Source: an optimization exercise on an open RTL-to-GDS flow (aim: small area). Production flows keep margins and buffers that such runs may drop. Only simulation tests tie the RTL to the original design; equivalence was not proved. Power and IR drop assume default switching activity.

**flow/design.v**
```verilog
`timescale 1ns/1ns
module corr_mac
(
  input  logic [17:0] a,
  input  logic [17:0] b,
  input  logic [35:0] acc_in,
  output logic [35:0] sum
);
  logic [18:0] b_ext;
  logic [18:0] pp [9];
  logic [8:0]  ng;
  always_comb begin
    b_ext = {b, 1'b0};
    for (int i = 0; i < 9; i++) begin
      logic q0, q1, q2, one, two;
      q0    = b_ext[2*i];
      q1    = b_ext[2*i+1];
      q2    = b_ext[2*i+2];
      ng[i] = q2 & ~(q1 & q0);
      one   = q1 ^ q0;
      two   = (q2 & ~q1 & ~q0) | (~q2 & q1 & q0);
      for (int j = 0; j < 19; j++) begin
        pp[i][j] = ((one & ((j < 18) ? a[j] : a[17])) | (two & ((j > 0) ? a[j-1] : 1'b0))) ^ ng[i];
      end
    end
  end
  logic [411:0] w;
  assign w[0] = acc_in[14] ^ pp[0][14];
  assign w[1] = acc_in[14] & pp[0][14];
  assign w[2] = acc_in[15] ^ pp[0][15];
  assign w[3] = acc_in[15] & pp[0][15];
  assign w[4] = acc_in[16] ^ pp[0][16] ^ pp[1][14];
  assign w[5] = (acc_in[16] & pp[0][16]) | (acc_in[16] & pp[1][14]) | (pp[0][16] & pp[1][14]);
  assign w[6] = pp[2][12] ^ pp[3][10];
  assign w[7] = pp[2][12] & pp[3][10];
  assign w[8] = acc_in[17] ^ pp[0][17] ^ pp[1][15];
  assign w[9] = (acc_in[17] & pp[0][17]) | (acc_in[17] & pp[1][15]) | (pp[0][17] & pp[1][15]);
  assign w[10] = pp[2][13] ^ pp[3][11];
  assign w[11] = pp[2][13] & pp[3][11];
  assign w[12] = acc_in[18] ^ ~pp[0][18] ^ pp[1][16];
  assign w[13] = (acc_in[18] & ~pp[0][18]) | (acc_in[18] & pp[1][16]) | (~pp[0][18] & pp[1][16]);
  assign w[14] = pp[2][14] ^ pp[3][12];
  assign w[15] = pp[2][14] & pp[3][12];
  assign w[16] = acc_in[19] ^ pp[1][17] ^ pp[2][15];
  assign w[17] = (acc_in[19] & pp[1][17]) | (acc_in[19] & pp[2][15]) | (pp[1][17] & pp[2][15]);
  assign w[18] = acc_in[20] ^ ~pp[1][18];
  assign w[19] = acc_in[20] & ~pp[1][18];
  assign w[20] = acc_in[8] ^ pp[0][8];
  assign w[21] = acc_in[8] & pp[0][8];
  assign w[22] = acc_in[9] ^ pp[0][9];
  assign w[23] = acc_in[9] & pp[0][9];
  assign w[24] = acc_in[10] ^ pp[0][10] ^ pp[1][8];
  assign w[25] = (acc_in[10] & pp[0][10]) | (acc_in[10] & pp[1][8]) | (pp[0][10] & pp[1][8]);
  assign w[26] = pp[2][6] ^ pp[3][4];
  assign w[27] = pp[2][6] & pp[3][4];
  assign w[28] = acc_in[11] ^ pp[0][11] ^ pp[1][9];
  assign w[29] = (acc_in[11] & pp[0][11]) | (acc_in[11] & pp[1][9]) | (pp[0][11] & pp[1][9]);
  assign w[30] = pp[2][7] ^ pp[3][5];
  assign w[31] = pp[2][7] & pp[3][5];
  assign w[32] = acc_in[12] ^ pp[0][12] ^ pp[1][10];
  assign w[33] = (acc_in[12] & pp[0][12]) | (acc_in[12] & pp[1][10]) | (pp[0][12] & pp[1][10]);
  assign w[34] = pp[2][8] ^ pp[3][6] ^ pp[4][4];
  assign w[35] = (pp[2][8] & pp[3][6]) | (pp[2][8] & pp[4][4]) | (pp[3][6] & pp[4][4]);
  assign w[36] = pp[5][2] ^ pp[6][0];
  assign w[37] = pp[5][2] & pp[6][0];
  assign w[38] = acc_in[13] ^ pp[0][13] ^ pp[1][11];
  assign w[39] = (acc_in[13] & pp[0][13]) | (acc_in[13] & pp[1][11]) | (pp[0][13] & pp[1][11]);
  assign w[40] = pp[2][9] ^ pp[3][7] ^ pp[4][5];
  assign w[41] = (pp[2][9] & pp[3][7]) | (pp[2][9] & pp[4][5]) | (pp[3][7] & pp[4][5]);
  assign w[42] = pp[5][3] ^ pp[6][1];
  assign w[43] = pp[5][3] & pp[6][1];
  assign w[44] = w[0] ^ pp[1][12] ^ pp[2][10];
  assign w[45] = (w[0] & pp[1][12]) | (w[0] & pp[2][10]) | (pp[1][12] & pp[2][10]);
  assign w[46] = pp[3][8] ^ pp[4][6] ^ pp[5][4];
  assign w[47] = (pp[3][8] & pp[4][6]) | (pp[3][8] & pp[5][4]) | (pp[4][6] & pp[5][4]);
  assign w[48] = pp[6][2] ^ pp[7][0] ^ ng[7];
  assign w[49] = (pp[6][2] & pp[7][0]) | (pp[6][2] & ng[7]) | (pp[7][0] & ng[7]);
  assign w[50] = w[1] ^ w[2] ^ pp[1][13];
  assign w[51] = (w[1] & w[2]) | (w[1] & pp[1][13]) | (w[2] & pp[1][13]);
  assign w[52] = pp[2][11] ^ pp[3][9] ^ pp[4][7];
  assign w[53] = (pp[2][11] & pp[3][9]) | (pp[2][11] & pp[4][7]) | (pp[3][9] & pp[4][7]);
  assign w[54] = pp[5][5] ^ pp[6][3] ^ pp[7][1];
  assign w[55] = (pp[5][5] & pp[6][3]) | (pp[5][5] & pp[7][1]) | (pp[6][3] & pp[7][1]);
  assign w[56] = w[3] ^ w[4] ^ w[6];
  assign w[57] = (w[3] & w[4]) | (w[3] & w[6]) | (w[4] & w[6]);
  assign w[58] = pp[4][8] ^ pp[5][6] ^ pp[6][4];
  assign w[59] = (pp[4][8] & pp[5][6]) | (pp[4][8] & pp[6][4]) | (pp[5][6] & pp[6][4]);
  assign w[60] = pp[7][2] ^ pp[8][0] ^ ng[8];
  assign w[61] = (pp[7][2] & pp[8][0]) | (pp[7][2] & ng[8]) | (pp[8][0] & ng[8]);
  assign w[62] = w[5] ^ w[7] ^ w[8];
  assign w[63] = (w[5] & w[7]) | (w[5] & w[8]) | (w[7] & w[8]);
  assign w[64] = w[10] ^ pp[4][9] ^ pp[5][7];
  assign w[65] = (w[10] & pp[4][9]) | (w[10] & pp[5][7]) | (pp[4][9] & pp[5][7]);
  assign w[66] = pp[6][5] ^ pp[7][3] ^ pp[8][1];
  assign w[67] = (pp[6][5] & pp[7][3]) | (pp[6][5] & pp[8][1]) | (pp[7][3] & pp[8][1]);
  assign w[68] = w[9] ^ w[11] ^ w[12];
  assign w[69] = (w[9] & w[11]) | (w[9] & w[12]) | (w[11] & w[12]);
  assign w[70] = w[14] ^ pp[4][10] ^ pp[5][8];
  assign w[71] = (w[14] & pp[4][10]) | (w[14] & pp[5][8]) | (pp[4][10] & pp[5][8]);
  assign w[72] = pp[6][6] ^ pp[7][4] ^ pp[8][2];
  assign w[73] = (pp[6][6] & pp[7][4]) | (pp[6][6] & pp[8][2]) | (pp[7][4] & pp[8][2]);
  assign w[74] = w[13] ^ w[15] ^ w[16];
  assign w[75] = (w[13] & w[15]) | (w[13] & w[16]) | (w[15] & w[16]);
  assign w[76] = pp[3][13] ^ pp[4][11] ^ pp[5][9];
  assign w[77] = (pp[3][13] & pp[4][11]) | (pp[3][13] & pp[5][9]) | (pp[4][11] & pp[5][9]);
  assign w[78] = pp[6][7] ^ pp[7][5] ^ pp[8][3];
  assign w[79] = (pp[6][7] & pp[7][5]) | (pp[6][7] & pp[8][3]) | (pp[7][5] & pp[8][3]);
  assign w[80] = w[17] ^ w[18] ^ pp[2][16];
  assign w[81] = (w[17] & w[18]) | (w[17] & pp[2][16]) | (w[18] & pp[2][16]);
  assign w[82] = pp[3][14] ^ pp[4][12] ^ pp[5][10];
  assign w[83] = (pp[3][14] & pp[4][12]) | (pp[3][14] & pp[5][10]) | (pp[4][12] & pp[5][10]);
  assign w[84] = pp[6][8] ^ pp[7][6] ^ pp[8][4];
  assign w[85] = (pp[6][8] & pp[7][6]) | (pp[6][8] & pp[8][4]) | (pp[7][6] & pp[8][4]);
  assign w[86] = w[19] ^ acc_in[21] ^ pp[2][17];
  assign w[87] = (w[19] & acc_in[21]) | (w[19] & pp[2][17]) | (acc_in[21] & pp[2][17]);
  assign w[88] = pp[3][15] ^ pp[4][13] ^ pp[5][11];
  assign w[89] = (pp[3][15] & pp[4][13]) | (pp[3][15] & pp[5][11]) | (pp[4][13] & pp[5][11]);
  assign w[90] = pp[6][9] ^ pp[7][7] ^ pp[8][5];
  assign w[91] = (pp[6][9] & pp[7][7]) | (pp[6][9] & pp[8][5]) | (pp[7][7] & pp[8][5]);
  assign w[92] = acc_in[22] ^ ~pp[2][18] ^ pp[3][16];
  assign w[93] = (acc_in[22] & ~pp[2][18]) | (acc_in[22] & pp[3][16]) | (~pp[2][18] & pp[3][16]);
  assign w[94] = pp[4][14] ^ pp[5][12] ^ pp[6][10];
  assign w[95] = (pp[4][14] & pp[5][12]) | (pp[4][14] & pp[6][10]) | (pp[5][12] & pp[6][10]);
  assign w[96] = pp[7][8] ^ pp[8][6];
  assign w[97] = pp[7][8] & pp[8][6];
  assign w[98] = acc_in[23] ^ pp[3][17] ^ pp[4][15];
  assign w[99] = (acc_in[23] & pp[3][17]) | (acc_in[23] & pp[4][15]) | (pp[3][17] & pp[4][15]);
  assign w[100] = pp[5][13] ^ pp[6][11] ^ pp[7][9];
  assign w[101] = (pp[5][13] & pp[6][11]) | (pp[5][13] & pp[7][9]) | (pp[6][11] & pp[7][9]);
  assign w[102] = acc_in[24] ^ ~pp[3][18] ^ pp[4][16];
  assign w[103] = (acc_in[24] & ~pp[3][18]) | (acc_in[24] & pp[4][16]) | (~pp[3][18] & pp[4][16]);
  assign w[104] = pp[5][14] ^ pp[6][12];
  assign w[105] = pp[5][14] & pp[6][12];
  assign w[106] = acc_in[25] ^ pp[4][17] ^ pp[5][15];
  assign w[107] = (acc_in[25] & pp[4][17]) | (acc_in[25] & pp[5][15]) | (pp[4][17] & pp[5][15]);
  assign w[108] = acc_in[26] ^ ~pp[4][18];
  assign w[109] = acc_in[26] & ~pp[4][18];
  assign w[110] = acc_in[4] ^ pp[0][4];
  assign w[111] = acc_in[4] & pp[0][4];
  assign w[112] = acc_in[5] ^ pp[0][5];
  assign w[113] = acc_in[5] & pp[0][5];
  assign w[114] = acc_in[6] ^ pp[0][6] ^ pp[1][4];
  assign w[115] = (acc_in[6] & pp[0][6]) | (acc_in[6] & pp[1][4]) | (pp[0][6] & pp[1][4]);
  assign w[116] = pp[2][2] ^ pp[3][0];
  assign w[117] = pp[2][2] & pp[3][0];
  assign w[118] = acc_in[7] ^ pp[0][7] ^ pp[1][5];
  assign w[119] = (acc_in[7] & pp[0][7]) | (acc_in[7] & pp[1][5]) | (pp[0][7] & pp[1][5]);
  assign w[120] = pp[2][3] ^ pp[3][1];
  assign w[121] = pp[2][3] & pp[3][1];
  assign w[122] = w[20] ^ pp[1][6] ^ pp[2][4];
  assign w[123] = (w[20] & pp[1][6]) | (w[20] & pp[2][4]) | (pp[1][6] & pp[2][4]);
  assign w[124] = pp[3][2] ^ pp[4][0] ^ ng[4];
  assign w[125] = (pp[3][2] & pp[4][0]) | (pp[3][2] & ng[4]) | (pp[4][0] & ng[4]);
  assign w[126] = w[21] ^ w[22] ^ pp[1][7];
  assign w[127] = (w[21] & w[22]) | (w[21] & pp[1][7]) | (w[22] & pp[1][7]);
  assign w[128] = pp[2][5] ^ pp[3][3] ^ pp[4][1];
  assign w[129] = (pp[2][5] & pp[3][3]) | (pp[2][5] & pp[4][1]) | (pp[3][3] & pp[4][1]);
  assign w[130] = w[23] ^ w[24] ^ w[26];
  assign w[131] = (w[23] & w[24]) | (w[23] & w[26]) | (w[24] & w[26]);
  assign w[132] = pp[4][2] ^ pp[5][0] ^ ng[5];
  assign w[133] = (pp[4][2] & pp[5][0]) | (pp[4][2] & ng[5]) | (pp[5][0] & ng[5]);
  assign w[134] = w[25] ^ w[27] ^ w[28];
  assign w[135] = (w[25] & w[27]) | (w[25] & w[28]) | (w[27] & w[28]);
  assign w[136] = w[30] ^ pp[4][3] ^ pp[5][1];
  assign w[137] = (w[30] & pp[4][3]) | (w[30] & pp[5][1]) | (pp[4][3] & pp[5][1]);
  assign w[138] = w[29] ^ w[31] ^ w[32];
  assign w[139] = (w[29] & w[31]) | (w[29] & w[32]) | (w[31] & w[32]);
  assign w[140] = w[34] ^ w[36] ^ ng[6];
  assign w[141] = (w[34] & w[36]) | (w[34] & ng[6]) | (w[36] & ng[6]);
  assign w[142] = w[33] ^ w[35] ^ w[37];
  assign w[143] = (w[33] & w[35]) | (w[33] & w[37]) | (w[35] & w[37]);
  assign w[144] = w[38] ^ w[40] ^ w[42];
  assign w[145] = (w[38] & w[40]) | (w[38] & w[42]) | (w[40] & w[42]);
  assign w[146] = w[39] ^ w[41] ^ w[43];
  assign w[147] = (w[39] & w[41]) | (w[39] & w[43]) | (w[41] & w[43]);
  assign w[148] = w[44] ^ w[46] ^ w[48];
  assign w[149] = (w[44] & w[46]) | (w[44] & w[48]) | (w[46] & w[48]);
  assign w[150] = w[45] ^ w[47] ^ w[49];
  assign w[151] = (w[45] & w[47]) | (w[45] & w[49]) | (w[47] & w[49]);
  assign w[152] = w[50] ^ w[52] ^ w[54];
  assign w[153] = (w[50] & w[52]) | (w[50] & w[54]) | (w[52] & w[54]);
  assign w[154] = w[51] ^ w[53] ^ w[55];
  assign w[155] = (w[51] & w[53]) | (w[51] & w[55]) | (w[53] & w[55]);
  assign w[156] = w[56] ^ w[58] ^ w[60];
  assign w[157] = (w[56] & w[58]) | (w[56] & w[60]) | (w[58] & w[60]);
  assign w[158] = w[57] ^ w[59] ^ w[61];
  assign w[159] = (w[57] & w[59]) | (w[57] & w[61]) | (w[59] & w[61]);
  assign w[160] = w[62] ^ w[64] ^ w[66];
  assign w[161] = (w[62] & w[64]) | (w[62] & w[66]) | (w[64] & w[66]);
  assign w[162] = w[63] ^ w[65] ^ w[67];
  assign w[163] = (w[63] & w[65]) | (w[63] & w[67]) | (w[65] & w[67]);
  assign w[164] = w[68] ^ w[70] ^ w[72];
  assign w[165] = (w[68] & w[70]) | (w[68] & w[72]) | (w[70] & w[72]);
  assign w[166] = w[69] ^ w[71] ^ w[73];
  assign w[167] = (w[69] & w[71]) | (w[69] & w[73]) | (w[71] & w[73]);
  assign w[168] = w[74] ^ w[76] ^ w[78];
  assign w[169] = (w[74] & w[76]) | (w[74] & w[78]) | (w[76] & w[78]);
  assign w[170] = w[75] ^ w[77] ^ w[79];
  assign w[171] = (w[75] & w[77]) | (w[75] & w[79]) | (w[77] & w[79]);
  assign w[172] = w[80] ^ w[82] ^ w[84];
  assign w[173] = (w[80] & w[82]) | (w[80] & w[84]) | (w[82] & w[84]);
  assign w[174] = w[81] ^ w[83] ^ w[85];
  assign w[175] = (w[81] & w[83]) | (w[81] & w[85]) | (w[83] & w[85]);
  assign w[176] = w[86] ^ w[88] ^ w[90];
  assign w[177] = (w[86] & w[88]) | (w[86] & w[90]) | (w[88] & w[90]);
  assign w[178] = w[87] ^ w[89] ^ w[91];
  assign w[179] = (w[87] & w[89]) | (w[87] & w[91]) | (w[89] & w[91]);
  assign w[180] = w[92] ^ w[94] ^ w[96];
  assign w[181] = (w[92] & w[94]) | (w[92] & w[96]) | (w[94] & w[96]);
  assign w[182] = w[93] ^ w[95] ^ w[97];
  assign w[183] = (w[93] & w[95]) | (w[93] & w[97]) | (w[95] & w[97]);
  assign w[184] = w[98] ^ w[100] ^ pp[8][7];
  assign w[185] = (w[98] & w[100]) | (w[98] & pp[8][7]) | (w[100] & pp[8][7]);
  assign w[186] = w[99] ^ w[101] ^ w[102];
  assign w[187] = (w[99] & w[101]) | (w[99] & w[102]) | (w[101] & w[102]);
  assign w[188] = w[104] ^ pp[7][10] ^ pp[8][8];
  assign w[189] = (w[104] & pp[7][10]) | (w[104] & pp[8][8]) | (pp[7][10] & pp[8][8]);
  assign w[190] = w[103] ^ w[105] ^ w[106];
  assign w[191] = (w[103] & w[105]) | (w[103] & w[106]) | (w[105] & w[106]);
  assign w[192] = pp[6][13] ^ pp[7][11] ^ pp[8][9];
  assign w[193] = (pp[6][13] & pp[7][11]) | (pp[6][13] & pp[8][9]) | (pp[7][11] & pp[8][9]);
  assign w[194] = w[107] ^ w[108] ^ pp[5][16];
  assign w[195] = (w[107] & w[108]) | (w[107] & pp[5][16]) | (w[108] & pp[5][16]);
  assign w[196] = pp[6][14] ^ pp[7][12] ^ pp[8][10];
  assign w[197] = (pp[6][14] & pp[7][12]) | (pp[6][14] & pp[8][10]) | (pp[7][12] & pp[8][10]);
  assign w[198] = w[109] ^ acc_in[27] ^ pp[5][17];
  assign w[199] = (w[109] & acc_in[27]) | (w[109] & pp[5][17]) | (acc_in[27] & pp[5][17]);
  assign w[200] = pp[6][15] ^ pp[7][13] ^ pp[8][11];
  assign w[201] = (pp[6][15] & pp[7][13]) | (pp[6][15] & pp[8][11]) | (pp[7][13] & pp[8][11]);
  assign w[202] = acc_in[28] ^ ~pp[5][18] ^ pp[6][16];
  assign w[203] = (acc_in[28] & ~pp[5][18]) | (acc_in[28] & pp[6][16]) | (~pp[5][18] & pp[6][16]);
  assign w[204] = pp[7][14] ^ pp[8][12];
  assign w[205] = pp[7][14] & pp[8][12];
  assign w[206] = acc_in[29] ^ pp[6][17] ^ pp[7][15];
  assign w[207] = (acc_in[29] & pp[6][17]) | (acc_in[29] & pp[7][15]) | (pp[6][17] & pp[7][15]);
  assign w[208] = acc_in[30] ^ ~pp[6][18];
  assign w[209] = acc_in[30] & ~pp[6][18];
  assign w[210] = acc_in[2] ^ pp[0][2];
  assign w[211] = acc_in[2] & pp[0][2];
  assign w[212] = acc_in[3] ^ pp[0][3];
  assign w[213] = acc_in[3] & pp[0][3];
  assign w[214] = w[110] ^ pp[1][2] ^ pp[2][0];
  assign w[215] = (w[110] & pp[1][2]) | (w[110] & pp[2][0]) | (pp[1][2] & pp[2][0]);
  assign w[216] = w[111] ^ w[112] ^ pp[1][3];
  assign w[217] = (w[111] & w[112]) | (w[111] & pp[1][3]) | (w[112] & pp[1][3]);
  assign w[218] = w[113] ^ w[114] ^ w[116];
  assign w[219] = (w[113] & w[114]) | (w[113] & w[116]) | (w[114] & w[116]);
  assign w[220] = w[115] ^ w[117] ^ w[118];
  assign w[221] = (w[115] & w[117]) | (w[115] & w[118]) | (w[117] & w[118]);
  assign w[222] = w[119] ^ w[121] ^ w[122];
  assign w[223] = (w[119] & w[121]) | (w[119] & w[122]) | (w[121] & w[122]);
  assign w[224] = w[123] ^ w[125] ^ w[126];
  assign w[225] = (w[123] & w[125]) | (w[123] & w[126]) | (w[125] & w[126]);
  assign w[226] = w[127] ^ w[129] ^ w[130];
  assign w[227] = (w[127] & w[129]) | (w[127] & w[130]) | (w[129] & w[130]);
  assign w[228] = w[131] ^ w[133] ^ w[134];
  assign w[229] = (w[131] & w[133]) | (w[131] & w[134]) | (w[133] & w[134]);
  assign w[230] = w[135] ^ w[137] ^ w[138];
  assign w[231] = (w[135] & w[137]) | (w[135] & w[138]) | (w[137] & w[138]);
  assign w[232] = w[139] ^ w[141] ^ w[142];
  assign w[233] = (w[139] & w[141]) | (w[139] & w[142]) | (w[141] & w[142]);
  assign w[234] = w[143] ^ w[145] ^ w[146];
  assign w[235] = (w[143] & w[145]) | (w[143] & w[146]) | (w[145] & w[146]);
  assign w[236] = w[147] ^ w[149] ^ w[150];
  assign w[237] = (w[147] & w[149]) | (w[147] & w[150]) | (w[149] & w[150]);
  assign w[238] = w[151] ^ w[153] ^ w[154];
  assign w[239] = (w[151] & w[153]) | (w[151] & w[154]) | (w[153] & w[154]);
  assign w[240] = w[155] ^ w[157] ^ w[158];
  assign w[241] = (w[155] & w[157]) | (w[155] & w[158]) | (w[157] & w[158]);
  assign w[242] = w[159] ^ w[161] ^ w[162];
  assign w[243] = (w[159] & w[161]) | (w[159] & w[162]) | (w[161] & w[162]);
  assign w[244] = w[163] ^ w[165] ^ w[166];
  assign w[245] = (w[163] & w[165]) | (w[163] & w[166]) | (w[165] & w[166]);
  assign w[246] = w[167] ^ w[169] ^ w[170];
  assign w[247] = (w[167] & w[169]) | (w[167] & w[170]) | (w[169] & w[170]);
  assign w[248] = w[171] ^ w[173] ^ w[174];
  assign w[249] = (w[171] & w[173]) | (w[171] & w[174]) | (w[173] & w[174]);
  assign w[250] = w[175] ^ w[177] ^ w[178];
  assign w[251] = (w[175] & w[177]) | (w[175] & w[178]) | (w[177] & w[178]);
  assign w[252] = w[179] ^ w[181] ^ w[182];
  assign w[253] = (w[179] & w[181]) | (w[179] & w[182]) | (w[181] & w[182]);
  assign w[254] = w[183] ^ w[185] ^ w[186];
  assign w[255] = (w[183] & w[185]) | (w[183] & w[186]) | (w[185] & w[186]);
  assign w[256] = w[187] ^ w[189] ^ w[190];
  assign w[257] = (w[187] & w[189]) | (w[187] & w[190]) | (w[189] & w[190]);
  assign w[258] = w[191] ^ w[193] ^ w[194];
  assign w[259] = (w[191] & w[193]) | (w[191] & w[194]) | (w[193] & w[194]);
  assign w[260] = w[195] ^ w[197] ^ w[198];
  assign w[261] = (w[195] & w[197]) | (w[195] & w[198]) | (w[197] & w[198]);
  assign w[262] = w[199] ^ w[201] ^ w[202];
  assign w[263] = (w[199] & w[201]) | (w[199] & w[202]) | (w[201] & w[202]);
  assign w[264] = w[203] ^ w[205] ^ w[206];
  assign w[265] = (w[203] & w[205]) | (w[203] & w[206]) | (w[205] & w[206]);
  assign w[266] = w[207] ^ w[208] ^ pp[7][16];
  assign w[267] = (w[207] & w[208]) | (w[207] & pp[7][16]) | (w[208] & pp[7][16]);
  assign w[268] = w[209] ^ acc_in[31] ^ pp[7][17];
  assign w[269] = (w[209] & acc_in[31]) | (w[209] & pp[7][17]) | (acc_in[31] & pp[7][17]);
  assign w[270] = acc_in[32] ^ ~pp[7][18];
  assign w[271] = acc_in[32] & ~pp[7][18];
  assign w[272] = acc_in[0] ^ pp[0][0];
  assign w[273] = acc_in[0] & pp[0][0];
  assign w[274] = acc_in[1] ^ pp[0][1];
  assign w[275] = acc_in[1] & pp[0][1];
  assign w[276] = w[210] ^ pp[1][0] ^ ng[1];
  assign w[277] = (w[210] & pp[1][0]) | (w[210] & ng[1]) | (pp[1][0] & ng[1]);
  assign w[278] = w[211] ^ w[212] ^ pp[1][1];
  assign w[279] = (w[211] & w[212]) | (w[211] & pp[1][1]) | (w[212] & pp[1][1]);
  assign w[280] = w[213] ^ w[214] ^ ng[2];
  assign w[281] = (w[213] & w[214]) | (w[213] & ng[2]) | (w[214] & ng[2]);
  assign w[282] = w[215] ^ w[216] ^ pp[2][1];
  assign w[283] = (w[215] & w[216]) | (w[215] & pp[2][1]) | (w[216] & pp[2][1]);
  assign w[284] = w[217] ^ w[218] ^ ng[3];
  assign w[285] = (w[217] & w[218]) | (w[217] & ng[3]) | (w[218] & ng[3]);
  assign w[286] = w[219] ^ w[220] ^ w[120];
  assign w[287] = (w[219] & w[220]) | (w[219] & w[120]) | (w[220] & w[120]);
  assign w[288] = w[221] ^ w[222] ^ w[124];
  assign w[289] = (w[221] & w[222]) | (w[221] & w[124]) | (w[222] & w[124]);
  assign w[290] = w[223] ^ w[224] ^ w[128];
  assign w[291] = (w[223] & w[224]) | (w[223] & w[128]) | (w[224] & w[128]);
  assign w[292] = w[225] ^ w[226] ^ w[132];
  assign w[293] = (w[225] & w[226]) | (w[225] & w[132]) | (w[226] & w[132]);
  assign w[294] = w[227] ^ w[228] ^ w[136];
  assign w[295] = (w[227] & w[228]) | (w[227] & w[136]) | (w[228] & w[136]);
  assign w[296] = w[229] ^ w[230] ^ w[140];
  assign w[297] = (w[229] & w[230]) | (w[229] & w[140]) | (w[230] & w[140]);
  assign w[298] = w[231] ^ w[232] ^ w[144];
  assign w[299] = (w[231] & w[232]) | (w[231] & w[144]) | (w[232] & w[144]);
  assign w[300] = w[233] ^ w[234] ^ w[148];
  assign w[301] = (w[233] & w[234]) | (w[233] & w[148]) | (w[234] & w[148]);
  assign w[302] = w[235] ^ w[236] ^ w[152];
  assign w[303] = (w[235] & w[236]) | (w[235] & w[152]) | (w[236] & w[152]);
  assign w[304] = w[237] ^ w[238] ^ w[156];
  assign w[305] = (w[237] & w[238]) | (w[237] & w[156]) | (w[238] & w[156]);
  assign w[306] = w[239] ^ w[240] ^ w[160];
  assign w[307] = (w[239] & w[240]) | (w[239] & w[160]) | (w[240] & w[160]);
  assign w[308] = w[241] ^ w[242] ^ w[164];
  assign w[309] = (w[241] & w[242]) | (w[241] & w[164]) | (w[242] & w[164]);
  assign w[310] = w[243] ^ w[244] ^ w[168];
  assign w[311] = (w[243] & w[244]) | (w[243] & w[168]) | (w[244] & w[168]);
  assign w[312] = w[245] ^ w[246] ^ w[172];
  assign w[313] = (w[245] & w[246]) | (w[245] & w[172]) | (w[246] & w[172]);
  assign w[314] = w[247] ^ w[248] ^ w[176];
  assign w[315] = (w[247] & w[248]) | (w[247] & w[176]) | (w[248] & w[176]);
  assign w[316] = w[249] ^ w[250] ^ w[180];
  assign w[317] = (w[249] & w[250]) | (w[249] & w[180]) | (w[250] & w[180]);
  assign w[318] = w[251] ^ w[252] ^ w[184];
  assign w[319] = (w[251] & w[252]) | (w[251] & w[184]) | (w[252] & w[184]);
  assign w[320] = w[253] ^ w[254] ^ w[188];
  assign w[321] = (w[253] & w[254]) | (w[253] & w[188]) | (w[254] & w[188]);
  assign w[322] = w[255] ^ w[256] ^ w[192];
  assign w[323] = (w[255] & w[256]) | (w[255] & w[192]) | (w[256] & w[192]);
  assign w[324] = w[257] ^ w[258] ^ w[196];
  assign w[325] = (w[257] & w[258]) | (w[257] & w[196]) | (w[258] & w[196]);
  assign w[326] = w[259] ^ w[260] ^ w[200];
  assign w[327] = (w[259] & w[260]) | (w[259] & w[200]) | (w[260] & w[200]);
  assign w[328] = w[261] ^ w[262] ^ w[204];
  assign w[329] = (w[261] & w[262]) | (w[261] & w[204]) | (w[262] & w[204]);
  assign w[330] = w[263] ^ w[264] ^ pp[8][13];
  assign w[331] = (w[263] & w[264]) | (w[263] & pp[8][13]) | (w[264] & pp[8][13]);
  assign w[332] = w[265] ^ w[266] ^ pp[8][14];
  assign w[333] = (w[265] & w[266]) | (w[265] & pp[8][14]) | (w[266] & pp[8][14]);
  assign w[334] = w[267] ^ w[268] ^ pp[8][15];
  assign w[335] = (w[267] & w[268]) | (w[267] & pp[8][15]) | (w[268] & pp[8][15]);
  assign w[336] = w[269] ^ w[270] ^ pp[8][16];
  assign w[337] = (w[269] & w[270]) | (w[269] & pp[8][16]) | (w[270] & pp[8][16]);
  assign w[338] = w[271] ^ acc_in[33] ^ pp[8][17];
  assign w[339] = (w[271] & acc_in[33]) | (w[271] & pp[8][17]) | (acc_in[33] & pp[8][17]);
  assign w[340] = acc_in[34] ^ ~pp[8][18];
  assign w[341] = acc_in[34] & ~pp[8][18];
  assign w[342] = w[272] ^ ng[0];
  assign w[343] = w[272] & ng[0];
  assign w[344] = w[273] ^ w[274] ^ w[343];
  assign w[345] = (w[273] & w[274]) | (w[273] & w[343]) | (w[274] & w[343]);
  assign w[346] = w[275] ^ w[276] ^ w[345];
  assign w[347] = (w[275] & w[276]) | (w[275] & w[345]) | (w[276] & w[345]);
  assign w[348] = w[277] ^ w[278] ^ w[347];
  assign w[349] = (w[277] & w[278]) | (w[277] & w[347]) | (w[278] & w[347]);
  assign w[350] = w[279] ^ w[280] ^ w[349];
  assign w[351] = (w[279] & w[280]) | (w[279] & w[349]) | (w[280] & w[349]);
  assign w[352] = w[281] ^ w[282] ^ w[351];
  assign w[353] = (w[281] & w[282]) | (w[281] & w[351]) | (w[282] & w[351]);
  assign w[354] = w[283] ^ w[284] ^ w[353];
  assign w[355] = (w[283] & w[284]) | (w[283] & w[353]) | (w[284] & w[353]);
  assign w[356] = w[285] ^ w[286] ^ w[355];
  assign w[357] = (w[285] & w[286]) | (w[285] & w[355]) | (w[286] & w[355]);
  assign w[358] = w[287] ^ w[288] ^ w[357];
  assign w[359] = (w[287] & w[288]) | (w[287] & w[357]) | (w[288] & w[357]);
  assign w[360] = w[289] ^ w[290] ^ w[359];
  assign w[361] = (w[289] & w[290]) | (w[289] & w[359]) | (w[290] & w[359]);
  assign w[362] = w[291] ^ w[292] ^ w[361];
  assign w[363] = (w[291] & w[292]) | (w[291] & w[361]) | (w[292] & w[361]);
  assign w[364] = w[293] ^ w[294] ^ w[363];
  assign w[365] = (w[293] & w[294]) | (w[293] & w[363]) | (w[294] & w[363]);
  assign w[366] = w[295] ^ w[296] ^ w[365];
  assign w[367] = (w[295] & w[296]) | (w[295] & w[365]) | (w[296] & w[365]);
  assign w[368] = w[297] ^ w[298] ^ w[367];
  assign w[369] = (w[297] & w[298]) | (w[297] & w[367]) | (w[298] & w[367]);
  assign w[370] = w[299] ^ w[300] ^ w[369];
  assign w[371] = (w[299] & w[300]) | (w[299] & w[369]) | (w[300] & w[369]);
  assign w[372] = w[301] ^ w[302] ^ w[371];
  assign w[373] = (w[301] & w[302]) | (w[301] & w[371]) | (w[302] & w[371]);
  assign w[374] = w[303] ^ w[304] ^ w[373];
  assign w[375] = (w[303] & w[304]) | (w[303] & w[373]) | (w[304] & w[373]);
  assign w[376] = w[305] ^ w[306] ^ w[375];
  assign w[377] = (w[305] & w[306]) | (w[305] & w[375]) | (w[306] & w[375]);
  assign w[378] = w[307] ^ w[308] ^ w[377];
  assign w[379] = (w[307] & w[308]) | (w[307] & w[377]) | (w[308] & w[377]);
  assign w[380] = w[309] ^ w[310] ^ w[379];
  assign w[381] = (w[309] & w[310]) | (w[309] & w[379]) | (w[310] & w[379]);
  assign w[382] = w[311] ^ w[312] ^ w[381];
  assign w[383] = (w[311] & w[312]) | (w[311] & w[381]) | (w[312] & w[381]);
  assign w[384] = w[313] ^ w[314] ^ w[383];
  assign w[385] = (w[313] & w[314]) | (w[313] & w[383]) | (w[314] & w[383]);
  assign w[386] = w[315] ^ w[316] ^ w[385];
  assign w[387] = (w[315] & w[316]) | (w[315] & w[385]) | (w[316] & w[385]);
  assign w[388] = w[317] ^ w[318] ^ w[387];
  assign w[389] = (w[317] & w[318]) | (w[317] & w[387]) | (w[318] & w[387]);
  assign w[390] = w[319] ^ w[320] ^ w[389];
  assign w[391] = (w[319] & w[320]) | (w[319] & w[389]) | (w[320] & w[389]);
  assign w[392] = w[321] ^ w[322] ^ w[391];
  assign w[393] = (w[321] & w[322]) | (w[321] & w[391]) | (w[322] & w[391]);
  assign w[394] = w[323] ^ w[324] ^ w[393];
  assign w[395] = (w[323] & w[324]) | (w[323] & w[393]) | (w[324] & w[393]);
  assign w[396] = w[325] ^ w[326] ^ w[395];
  assign w[397] = (w[325] & w[326]) | (w[325] & w[395]) | (w[326] & w[395]);
  assign w[398] = w[327] ^ w[328] ^ w[397];
  assign w[399] = (w[327] & w[328]) | (w[327] & w[397]) | (w[328] & w[397]);
  assign w[400] = w[329] ^ w[330] ^ w[399];
  assign w[401] = (w[329] & w[330]) | (w[329] & w[399]) | (w[330] & w[399]);
  assign w[402] = w[331] ^ w[332] ^ w[401];
  assign w[403] = (w[331] & w[332]) | (w[331] & w[401]) | (w[332] & w[401]);
  assign w[404] = w[333] ^ w[334] ^ w[403];
  assign w[405] = (w[333] & w[334]) | (w[333] & w[403]) | (w[334] & w[403]);
  assign w[406] = w[335] ^ w[336] ^ w[405];
  assign w[407] = (w[335] & w[336]) | (w[335] & w[405]) | (w[336] & w[405]);
  assign w[408] = w[337] ^ w[338] ^ w[407];
  assign w[409] = (w[337] & w[338]) | (w[337] & w[407]) | (w[338] & w[407]);
  assign w[410] = w[339] ^ w[340] ^ w[409];
  assign w[411] = (w[339] & w[340]) | (w[339] & w[409]) | (w[340] & w[409]);
  assign sum = {(w[341] ^ acc_in[35] ^ w[411]), w[410], w[408], w[406], w[404], w[402], w[400], w[398], w[396], w[394], w[392], w[390], w[388], w[386], w[384], w[382], w[380], w[378], w[376], w[374], w[372], w[370], w[368], w[366], w[364], w[362], w[360], w[358], w[356], w[354], w[352], w[350], w[348], w[346], w[344], w[342]};
endmodule
`timescale 1ns/1ns
module correlator_top
(
  input  logic                 clk_in,
  input  logic                 i_rst,
  input  logic                 i_pdm_valid,
  input  logic [3-1:0] i_pdm_bits,
  output logic                 o_acc_valid,
  output logic [(((3 * (3 - 1) / 2) > 1) ? $clog2((3 * (3 - 1) / 2)) : 1)-1:0]              o_acc_bl,
  output logic [((8 > 1) ? $clog2(8) : 1)-1:0]             o_acc_lag,
  output logic signed [48-1:0]                 o_acc_data,
  output logic                 o_acc_last
);
  function automatic logic [19:0] hrom0(input logic [3:0] r);
    case (r)
      4'd0: hrom0 = 20'd3876;
      4'd1: hrom0 = 20'd3060;
      4'd2: hrom0 = 20'd2380;
      4'd3: hrom0 = 20'd1820;
      4'd4: hrom0 = 20'd1365;
      4'd5: hrom0 = 20'd1001;
      4'd6: hrom0 = 20'd715;
      4'd7: hrom0 = 20'd495;
      4'd8: hrom0 = 20'd330;
      4'd9: hrom0 = 20'd210;
      4'd10: hrom0 = 20'd126;
      4'd11: hrom0 = 20'd70;
      4'd12: hrom0 = 20'd35;
      4'd13: hrom0 = 20'd15;
      4'd14: hrom0 = 20'd5;
      4'd15: hrom0 = 20'd4840;
      default: hrom0 = '0;
    endcase
  endfunction
  function automatic logic [19:0] hrom1(input logic [3:0] r);
    case (r)
      4'd0: hrom1 = 20'd32980;
      4'd1: hrom1 = 20'd31076;
      4'd2: hrom1 = 20'd29020;
      4'd3: hrom1 = 20'd26860;
      4'd4: hrom1 = 20'd24640;
      4'd5: hrom1 = 20'd22400;
      4'd6: hrom1 = 20'd20176;
      4'd7: hrom1 = 20'd18000;
      4'd8: hrom1 = 20'd15900;
      4'd9: hrom1 = 20'd13900;
      4'd10: hrom1 = 20'd12020;
      4'd11: hrom1 = 20'd10276;
      4'd12: hrom1 = 20'd8680;
      4'd13: hrom1 = 20'd7240;
      4'd14: hrom1 = 20'd5960;
      4'd15: hrom1 = 20'd34690;
      default: hrom1 = '0;
    endcase
  endfunction
  function automatic logic [19:0] hrom2(input logic [3:0] r);
    case (r)
      4'd0: hrom2 = 20'd26860;
      4'd1: hrom2 = 20'd29020;
      4'd2: hrom2 = 20'd31076;
      4'd3: hrom2 = 20'd32980;
      4'd4: hrom2 = 20'd34690;
      4'd5: hrom2 = 20'd36170;
      4'd6: hrom2 = 20'd37390;
      4'd7: hrom2 = 20'd38326;
      4'd8: hrom2 = 20'd38960;
      4'd9: hrom2 = 20'd39280;
      4'd10: hrom2 = 20'd39280;
      4'd11: hrom2 = 20'd38960;
      4'd12: hrom2 = 20'd38326;
      4'd13: hrom2 = 20'd37390;
      4'd14: hrom2 = 20'd36170;
      4'd15: hrom2 = 20'd24640;
      default: hrom2 = '0;
    endcase
  endfunction
  function automatic logic [17:0] hrom3(input logic [3:0] r);
    case (r)
      4'd0: hrom3 = 18'd1820;
      4'd1: hrom3 = 18'd2380;
      4'd2: hrom3 = 18'd3060;
      4'd3: hrom3 = 18'd3876;
      4'd4: hrom3 = 18'd4840;
      4'd5: hrom3 = 18'd5960;
      4'd6: hrom3 = 18'd7240;
      4'd7: hrom3 = 18'd8680;
      4'd8: hrom3 = 18'd10276;
      4'd9: hrom3 = 18'd12020;
      4'd10: hrom3 = 18'd13900;
      4'd11: hrom3 = 18'd15900;
      4'd12: hrom3 = 18'd18000;
      4'd13: hrom3 = 18'd20176;
      4'd14: hrom3 = 18'd22400;
      4'd15: hrom3 = 18'd1365;
      default: hrom3 = '0;
    endcase
  endfunction
  function automatic logic [11:0] hrom4(input logic [3:0] r);
    case (r)
      4'd0: hrom4 = 12'd0;
      4'd1: hrom4 = 12'd0;
      4'd2: hrom4 = 12'd0;
      4'd3: hrom4 = 12'd0;
      4'd4: hrom4 = 12'd1;
      4'd5: hrom4 = 12'd5;
      4'd6: hrom4 = 12'd15;
      4'd7: hrom4 = 12'd35;
      4'd8: hrom4 = 12'd70;
      4'd9: hrom4 = 12'd126;
      4'd10: hrom4 = 12'd210;
      4'd11: hrom4 = 12'd330;
      4'd12: hrom4 = 12'd495;
      4'd13: hrom4 = 12'd715;
      4'd14: hrom4 = 12'd1001;
      4'd15: hrom4 = 12'd0;
      default: hrom4 = '0;
    endcase
  endfunction
  logic [1:0]  phase;       
  logic [1:0]  pend;        
  logic [2:0]  bits_q;
  logic [3:0]  r_cnt;       
  logic [3:0]  r_proc;      
  logic [1:0]  s_cnt;       
  logic [19:0] a0 [3];
  logic [19:0] a1 [3];
  logic [19:0] a2 [3];
  logic [17:0] a3 [3];
  logic [11:0] a4 [3];
  logic        busy, b, last;
  logic [3:0]  r_sel;
  logic [19:0] n0, n1, n2;
  logic [17:0] n3;
  logic [11:0] n4;
  logic [20:0] y;
  logic [17:0] smp;
  assign busy  = i_pdm_valid || (pend != 2'd0);
  assign b     = i_pdm_valid ? i_pdm_bits[phase] : (busy & bits_q[phase]);
  assign r_sel = i_pdm_valid ? r_cnt : r_proc;
  assign last  = busy && (r_sel == 4'd15);
  function automatic logic [19:0] rca20(input logic [19:0] x, input logic [19:0] z);
    logic c;
    c = 1'b0;
    for (int i = 0; i < 20; i++) begin
      rca20[i] = x[i] ^ z[i] ^ c;
      c = (x[i] & z[i]) | (c & (x[i] ^ z[i]));
    end
  endfunction
  logic [2:0]  fresh;
  logic        fr;
  logic [19:0] s0, s1, s2;
  logic [17:0] s3;
  logic [11:0] s4;
  assign fr = fresh[phase];
  always_comb begin
    s0 = fr ? 20'd516536 : (last ? a1[0] : a0[0]);
    s1 = fr ? 20'd374552 : (last ? a2[0] : a1[0]);
    s2 = fr ? 20'd89768  : (last ? 20'(a3[0]) : a2[0]);
    s3 = fr ? 18'd2184   : (last ? 18'(a4[0]) : a3[0]);
    s4 = (fr || last) ? 12'd0 : a4[0];
    n0 = rca20(s0, b ? hrom0(r_sel) : 20'd0);
    n1 = rca20(s1, b ? hrom1(r_sel) : 20'd0);
    n2 = rca20(s2, b ? hrom2(r_sel) : 20'd0);
    n3 = 18'(rca20(20'(s3), b ? 20'(hrom3(r_sel)) : 20'd0));
    n4 = 12'(rca20(20'(s4), b ? 20'(hrom4(r_sel)) : 20'd0));
    y  = 21'(a0[0]) + 21'(b);
    smp = {y[20:19] - 2'd1, y[18:3]};
  end
  always_ff @(posedge clk_in) begin
    if (i_rst) begin
      phase  <= 2'd0;
      pend   <= 2'd0;
      r_cnt  <= 4'd0;
      s_cnt  <= 2'd0;
      fresh  <= 3'b111;
    end else begin
      phase <= (phase == 2'd2) ? 2'd0 : phase + 2'd1;
      if (busy) fresh[phase] <= 1'b0;
      if (i_pdm_valid) begin
        pend  <= 2'd2;
        r_cnt <= r_cnt + 4'd1;
        if (r_cnt == 4'd15) s_cnt <= s_cnt + 2'd1;
      end else if (pend != 2'd0) begin
        pend <= pend - 2'd1;
      end
    end
  end
  always_ff @(posedge clk_in) begin
    a0[0] <= a0[1]; a0[1] <= a0[2]; a0[2] <= n0;
    a1[0] <= a1[1]; a1[1] <= a1[2]; a1[2] <= n1;
    a2[0] <= a2[1]; a2[1] <= a2[2]; a2[2] <= n2;
    a3[0] <= a3[1]; a3[1] <= a3[2]; a3[2] <= n3;
    a4[0] <= a4[1]; a4[1] <= a4[2]; a4[2] <= n4;
  end
  always_ff @(posedge clk_in) begin
    if (i_pdm_valid) begin
      bits_q <= i_pdm_bits;
      r_proc <= r_cnt;
    end
  end
  localparam int N0 = 4;
  localparam int N1 = 10;
  localparam int N2 = 12;
  logic signed [17:0] r0 [N0];
  logic signed [17:0] r1 [N1];
  logic signed [17:0] r2 [N2];
  logic signed [17:0] hold0, hold1, hold2;
  logic        pend0, pend1, pend2;
  logic [3:0]  q0, q1, q2;
  logic        wr0, wr1, wr2;
  logic        push0, push1, push2;
  assign push0 = last && (phase == 2'd0);
  assign push1 = last && (phase == 2'd1);
  assign push2 = last && (phase == 2'd2);
  always_ff @(posedge clk_in) begin
    if (push0) hold0 <= smp;
    if (push1) hold1 <= smp;
    if (push2) hold2 <= smp;
  end
  always_ff @(posedge clk_in) begin
    for (int k = 0; k < N0 - 1; k++) r0[k] <= r0[k+1];
    r0[N0-1] <= wr0 ? hold0 : r0[0];
    for (int k = 0; k < N1 - 1; k++) r1[k] <= r1[k+1];
    r1[N1-1] <= wr1 ? hold1 : r1[0];
    for (int k = 0; k < N2 - 1; k++) r2[k] <= r2[k+1];
    r2[N2-1] <= wr2 ? hold2 : r2[0];
  end
  always_ff @(posedge clk_in) begin
    if (i_rst) begin
      pend0 <= 1'b0;
      pend1 <= 1'b0;
      pend2 <= 1'b0;
      q0    <= 4'(N0 - 1);
      q1    <= 4'(N1 - 1);
      q2    <= 4'(N2 - 1);
    end else begin
      pend0 <= push0 || (pend0 && !wr0);
      pend1 <= push1 || (pend1 && !wr1);
      pend2 <= push2 || (pend2 && !wr2);
      q0    <= (wr0 || q0 == 4'd0) ? 4'(N0 - 1) : q0 - 4'd1;
      q1    <= (wr1 || q1 == 4'd0) ? 4'(N1 - 1) : q1 - 4'd1;
      q2    <= (wr2 || q2 == 4'd0) ? 4'(N2 - 1) : q2 - 4'd1;
    end
  end
  logic        act, run, vld;
  logic [1:0]  t;
  logic [2:0]  lag;
  logic [1:0]  bl;
  logic [1:0]  pc;           
  logic [1:0]  d0, d1, d2;   
  logic [35:0] acc;
  logic        start;
  assign start = i_pdm_valid && (r_cnt == 4'd15) && (s_cnt == 2'd3);
  assign run   = act || start;
  assign wr0 = pend0 && (q0 == 4'(N0 - 1)) && !(run && d0 == 2'd2 && bl != 2'd2);
  assign wr1 = pend1 && (q1 == 4'(N1 - 1)) && !(run && bl == 2'd0);
  assign wr2 = pend2 && (q2 == 4'(N2 - 1));
  always_ff @(posedge clk_in) begin
    if (i_rst) begin
      act <= 1'b0;
      vld <= 1'b0;
      t   <= 2'd0;
      lag <= 3'd0;
      bl  <= 2'd0;
      pc  <= 2'd0;
    end else begin
      vld <= run && (t == 2'd3);
      if (start) begin
        act <= 1'b1;
        if (pc != 2'd3) pc <= pc + 2'd1;
      end
      if (run) begin
        t <= t + 2'd1;
        if (t == 2'd3) begin
          lag <= lag + 3'd1;
          if (lag == 3'd7) begin
            if (bl == 2'd2) begin
              bl  <= 2'd0;
              act <= 1'b0;
            end else begin
              bl <= bl + 2'd1;
            end
          end
        end
      end
    end
  end
  always_ff @(posedge clk_in) begin
    if (run) begin
      d0 <= d0 + 2'(push0);
      d1 <= d1 + 2'(push1);
      d2 <= d2 + 2'(push2);
    end else begin
      d0 <= 2'd0;
      d1 <= 2'd0;
      d2 <= 2'd0;
    end
  end
  logic [3:0] si0, si1, si2;
  logic signed [5:0] pp0, pp1, pp2;
  logic [1:0] ad0;
  logic [3:0] ad1, ad2;
  logic signed [17:0] rd0, rd1, rd2;
  logic signed [17:0] op_a, op_b;
  logic       neg;
  always_comb begin
    si0   = 4'd2 - 4'(t) + 4'(d0);
    si1   = 4'd2 - 4'(t) + 4'(d1) + ((bl == 2'd0) ? 4'(lag) : 4'd0);
    si2   = 4'd2 - 4'(t) + 4'(d2) + 4'(lag);
    pp0   = 6'(q0) - 6'(si0) + 6'(pend0);
    pp1   = 6'(q1) - 6'(si1) + 6'(pend1);
    pp2   = 6'(q2) - 6'(si2) + 6'(pend2);
    ad0   = 2'(pp0);
    ad1   = (pp1 < 0) ? 4'(pp1 + 6'(N1)) : 4'(pp1);
    ad2   = (pp2 < 0) ? 4'(pp2 + 6'(N2)) : 4'(pp2);
    rd0   = (pend0 && si0 == 4'd0) ? hold0 : r0[ad0];
    rd1   = (pend1 && si1 == 4'd0) ? hold1 : r1[ad1];
    rd2   = (pend2 && si2 == 4'd0) ? hold2 : r2[ad2];
    op_a  = (bl == 2'd2) ? rd1 : rd0;
    op_b  = (bl == 2'd0) ? rd1 : rd2;
    neg   = ((pc == 2'd1) && (3'(t) < lag)) || ((pc == 2'd2) && (3'(t) + 3'd4 < lag));
    if (neg) op_b = '0;
  end
  localparam logic [35:0] K4 = 36'd45813334016;
  logic [35:0] sum;
  corr_mac mac_i (
    .a      (op_a),
    .b      (op_b),
    .acc_in ((t == 2'd0) ? K4 : acc),
    .sum    (sum)
  );
  always_ff @(posedge clk_in) begin
    acc <= sum;
  end
  assign o_acc_valid = vld;
  assign o_acc_lag   = lag - 3'd1;
  assign o_acc_bl    = (lag != 3'd0) ? bl : ((bl == 2'd0) ? 2'd2 : bl - 2'd1);
  assign o_acc_last  = (lag == 3'd0) && (bl == 2'd0);
  assign o_acc_data  = {{(48-36){acc[35]}}, acc};
endmodule
```
**flow/flow/run.sh**
```bash
#!/bin/bash
# Standard layout with two changes to how it is made:
#  - synthesis maps logic with an area-oriented ABC script (flow/abc_area.script,
#    used through ABC_AREA=1) from a copy of the ORFS scripts folder;
#  - the clock tree uses small leaf clusters of clkbuf_4 and no dummy loads;
#  - ports are buffered with buf_1.
# Each tool's output goes to a log file in this folder.
set -euo pipefail
HERE=$(pwd)
rm -rf "$HERE/scripts_mod"
cp -r "$FLOW_HOME/scripts" "$HERE/scripts_mod"
cp "$HERE/flow/abc_area.script" "$HERE/scripts_mod/abc_area.script"
CTS="-sink_clustering_enable -repair_clock_nets -dont_use_dummy_load -sink_clustering_size 8 -sink_clustering_max_diameter 80 -buf_list sky130_fd_sc_hd__clkbuf_4"
bash standard.sh "SCRIPTS_DIR=$HERE/scripts_mod" "CTS_ARGS=$CTS" "BUFFER_PORTS_ARGS=-buffer_cell sky130_fd_sc_hd__buf_1" finish > make_finish.log 2>&1
```
**flow/flow/abc_area.script**
```
strash
dch
map -a
strash
dch
map -a
topo
```
**flow/standard.sh**
```bash
#!/bin/bash
# synth_recipe.tcl (not shown) runs the flow's synth.tcl, then flattens the netlist and writes it again
# the make line also repeats each setting of config.mk as NAME=value (left out here)
make -C /OpenROAD-flow-scripts/flow DESIGN_CONFIG=/design/flow/config.mk WORK_HOME=/design/flow/orfs CLKGATE_MAP_FILE= SYNTH_SCRIPT=/design/flow/synth_recipe.tcl "${@:-finish}"
```
**flow/config.mk**
```make
export PLATFORM = sky130hd
export DESIGN_NAME = correlator_top
export DESIGN_NICKNAME = correlator_top
export VERILOG_FILES = /design/flow/design.v
export SDC_FILE = /design/flow/constraint.sdc
export NUM_CORES = 4
export LEC_CHECK = 0
export ABC_AREA = 1
export CAP_MARGIN = 10
export CORE_MARGIN = 2
export CORE_UTILIZATION = 55
export SLEW_MARGIN = 10
```
**flow/constraint.sdc**
```tcl
create_clock -name core_clock -period 20.0 [get_ports {clk_in}]
set_input_delay 4.0000 -clock core_clock [delete_from_list [all_inputs] [get_ports {clk_in}]]
set_output_delay 4.0000 -clock core_clock [all_outputs]
set_load 0.01 [all_outputs]
```
==> flow_summary_export.csv <==
group,metric,value,unit
clock_tree,cts.sinks,880,
route,postRouteAntennaNets,0,
route,wl_met1,42.0,mm
logic_synthesis,ys_ff_latch,880,
setup_path,crit_path_start_kind,"flip-flop",
route,vias,26086,
place,place_hpwl,67.9,mm
route,drt-initial-drc-count,1975,
timing,timing.fmax,0.0519,GHz
logic_synthesis,syn_avg_cell_area,10.5,um^2
pwr,powerDensity,200,nW/um^2
timing,tightest_slew,1250,ps
route,dr.pass1.iters,6,
logic_synthesis,syn-cell-area,35900,um^2
clock_tree,cts-buffers-inserted,121,
timing,hold_violations,0,
timing,setup_violations,0,
logic_synthesis,ys.flop_type,"dfxtp_1",
logic_synthesis,syn_nets,3794,
clock_tree,cts.path.max_buffers,3,
setup_path,cpPeakStageDelay,560,ps
worst_hold_path,hp-class,"reg2reg",
timing,period_share,96.3,%
die,io_pins,61,
logic_synthesis,yosysSeqAreaShare,50.6,%
global_route,grt_max_degree,48,
setup_path,worstPathRequired,20780,ps
finish,finish.utilization,61.1,%
global_route,grt_pass1_wl,153,mm
die,die_w,260,um
setup_path,worst-path-max-fanout,13,
setup_path,critPathCaptureType,"flip-flop",
finish,area_growth,9.74,%
logic_synthesis,synth_edf_count,57,
timing,relSlewSlack,16.0,%
die,initial_core_util,55.6,%
clock_tree,postCtsSetupRepairBufs,0,
clock_tree,cts_hold_buffers,0,
logic_synthesis,ys_types,42,
timing,finalSetupTns,0,ps
global_route,grt_usage,29.4,%
route,wl_per_cell,21.0,um
pwr,power.leakage,15.5,nW
route,route.detailed.drc,0,
clock_tree,clkTransAtPathRegs,90,ps
setup_path,critical_path_class,"reg2reg",
finish,final_area,39400,um^2
clock_tree,cts_tree,"built",
timing,drv_slew,0,
route,wl_met3,6.09,mm
route,highest_layer,"met5",
clock_tree,root_buffer,"clkbuf_4",
global_route,grt_pass1_vias,27276,
clock_tree,clock_latency,940,ps
pwr,ir_worst_vdd,326,uV
flow_run,max_cap_viol_count,0,
setup_path,worstPathArrival,20030,ps
die,floorplan.die_area,67400,um^2
timing,worst_clock_skew,100,ps
global_route,grt_antenna_before_repair,3,
setup_path,critical_path_buf_inv_count,14,
place,finalWeightedCongestion,0.907,
die,placementRows,93,
route,wirelength,96.7,mm
route,wl_met2,45.5,mm
setup_path,path_common_cell,"fa_1",
die,die_y,260,um
logic_synthesis,yosys_warnings,11,
setup_path,cp_top_family,"adder cells",
finish,final_cells,4595,
place,dp_cells,4473,
setup_path,slowest_stage,"fa_1",
place,place_area,38300,um^2
die,core-area,64600,um^2
run_status,outcome,"no timing/DRC/antenna violations",
finish,nets,4107,
finish,drive_above_1_share,9.87,%
logic_synthesis,synthCells,3428,
route,vias_per_cell,5.68,
global_route,globalRouteOverflowTotal,0,
timing,fin_crit,19250,ps
clock_tree,htreeDepth,3,
place,port_buffers,60,
logic_synthesis,async_flop_share,0,%
[routing by layer]
layer	vias to the layer above	global-route usage, %
met1	12774	39.8
met5	-	0
li1	12105	-
met3	214	4.33
met4	2	10.9
met2	991	48.0
[cells in the final DEF (no fill, tap or decap), drive strengths merged, types with 68 or more instances in the layout]
cell type	instances
nor2	246
ha	118
o22ai	159
buf	202
a22oi	160
dfxtp	823
fa	242
xor2	132
nand2	394
xnor2	68
a21oi	173
clkinv	463
clkbuf	121
o21ai	141
[path summary, 6_finish.rpt]
| path | start | cells past startpoint | endpoint | slack, ps |
|---|---|---|---|---|
| hold reg to reg | a2[2][6] | 0 | a2[1][6] | 270 |
| setup reg to reg | bl[1] | 75 | acc[35] | 750 |
| hold / removal | a2[2][6] | 0 | a2[1][6] | 270 |
| setup / recovery | bl[1] | 75 | acc[35] | 750 |
[what timing repair did]
action                     in CTS  in global routing
setup endpoints to repair       2                  3
cloned                          0                  0
hold endpoints to repair        0                  0
pin swaps                       1                  6
gates resized for setup        12                 44
[cell usage after synthesis, types with 9 or more instances]
library cell	count	share of area [%]
nand4_1	26	0.45
fa_1	242	13
a211oi_1	12	0.25
a31oi_1	9	0.16
nor2_1	246	2.6
o211ai_1	21	0.44
edfxtp_1	57	4.8
nand3_1	43	0.60
dfxtp_1	823	46
a221oi_1	29	0.71
a21oi_1	173	2.4
xor2_1	132	3.2
o22ai_1	159	2.8
ha_1	118	4.1
o21ai_0	141	2.0
nor3_1	24	0.33
xnor2_1	68	1.7
nand2_1	394	4.1
a22oi_1	160	3.3
a211o_2	13	0.36
or2_2	11	0.19
clkinv_1	469	4.9
buf_4	12	0.25
o221ai_1	12	0.29
[through the flow]
step	hold slack, ps	total power, mW	setup WS [ps]
after floorplan	310	5.59	51.3
after global placement	310	6.81	102
after detailed placement	312	7.05	-251
after CTS	231	7.95	45.2
after global routing	246	8.81	-39.4
final	265	7.88	747
[layout make-up]
type	count	area (um^2)
inverter	469	1770
tap	855	1070
clock buffer	121	908
sequential	880	18200
fill	5522	25100
multi-input combinational	2067	16200
antenna	1	2.50
timing repair buffer	202	1290
[cell families after synthesis]
group                    share of synthesized area [%]
adder cells (fa/ha/maj)                           17.6
flip-flops                                        50.6
AO/OA/AOI/OAI                                     13.4
AND/OR/NAND/NOR                                   8.39
XOR/XNOR                                          4.87
buffers and inverters                             5.15
[where the power goes]
part | total, mW | switching [mW] | internal [mW]
logic | 4.85 | 2.80 | 2.05
clock network | 0.826 | 0.551 | 0.275
registers | 2.21 | 0.0835 | 2.12
[registers in the layout, summed over array words and instances, names as in the netlist, 36 cells and up]
| signal | flops |
|---|---|
| acc | 36 |
| r2 | 216 |
| a3 | 54 |
| a4 | 36 |
| r0 | 72 |
| a0 | 60 |
| a1 | 60 |
| a2 | 60 |
| r1 | 180 |

[afterwards: timing with drivers on the ports]
Ports are ideal in the flow. The routed layout listed here was re-timed in OpenROAD. Step 1, drivers: a clkbuf_16 drives clk_in and a buf_2 each remaining input, both assumed. Step 2 adds t to the input delays and takes it off the output delays; t is the mean of the earliest and latest rising clock arrival at the registers after step 1. Input paths then give back, and output paths get back, about the clock's delay inside the block. Three values: ideal, step 1, step 2; two values: the first two.
shift t [ns]: 0.952
setup slack, ns: 0.747 / 0.747 / 0.747
worst register clock-pin slew, ns: 0.10 / 0.10
After both steps setup and hold are still met in this run. For this run, drivers alone change the setup slack by 0.000 ns; drivers and shift together by 0.000 ns.
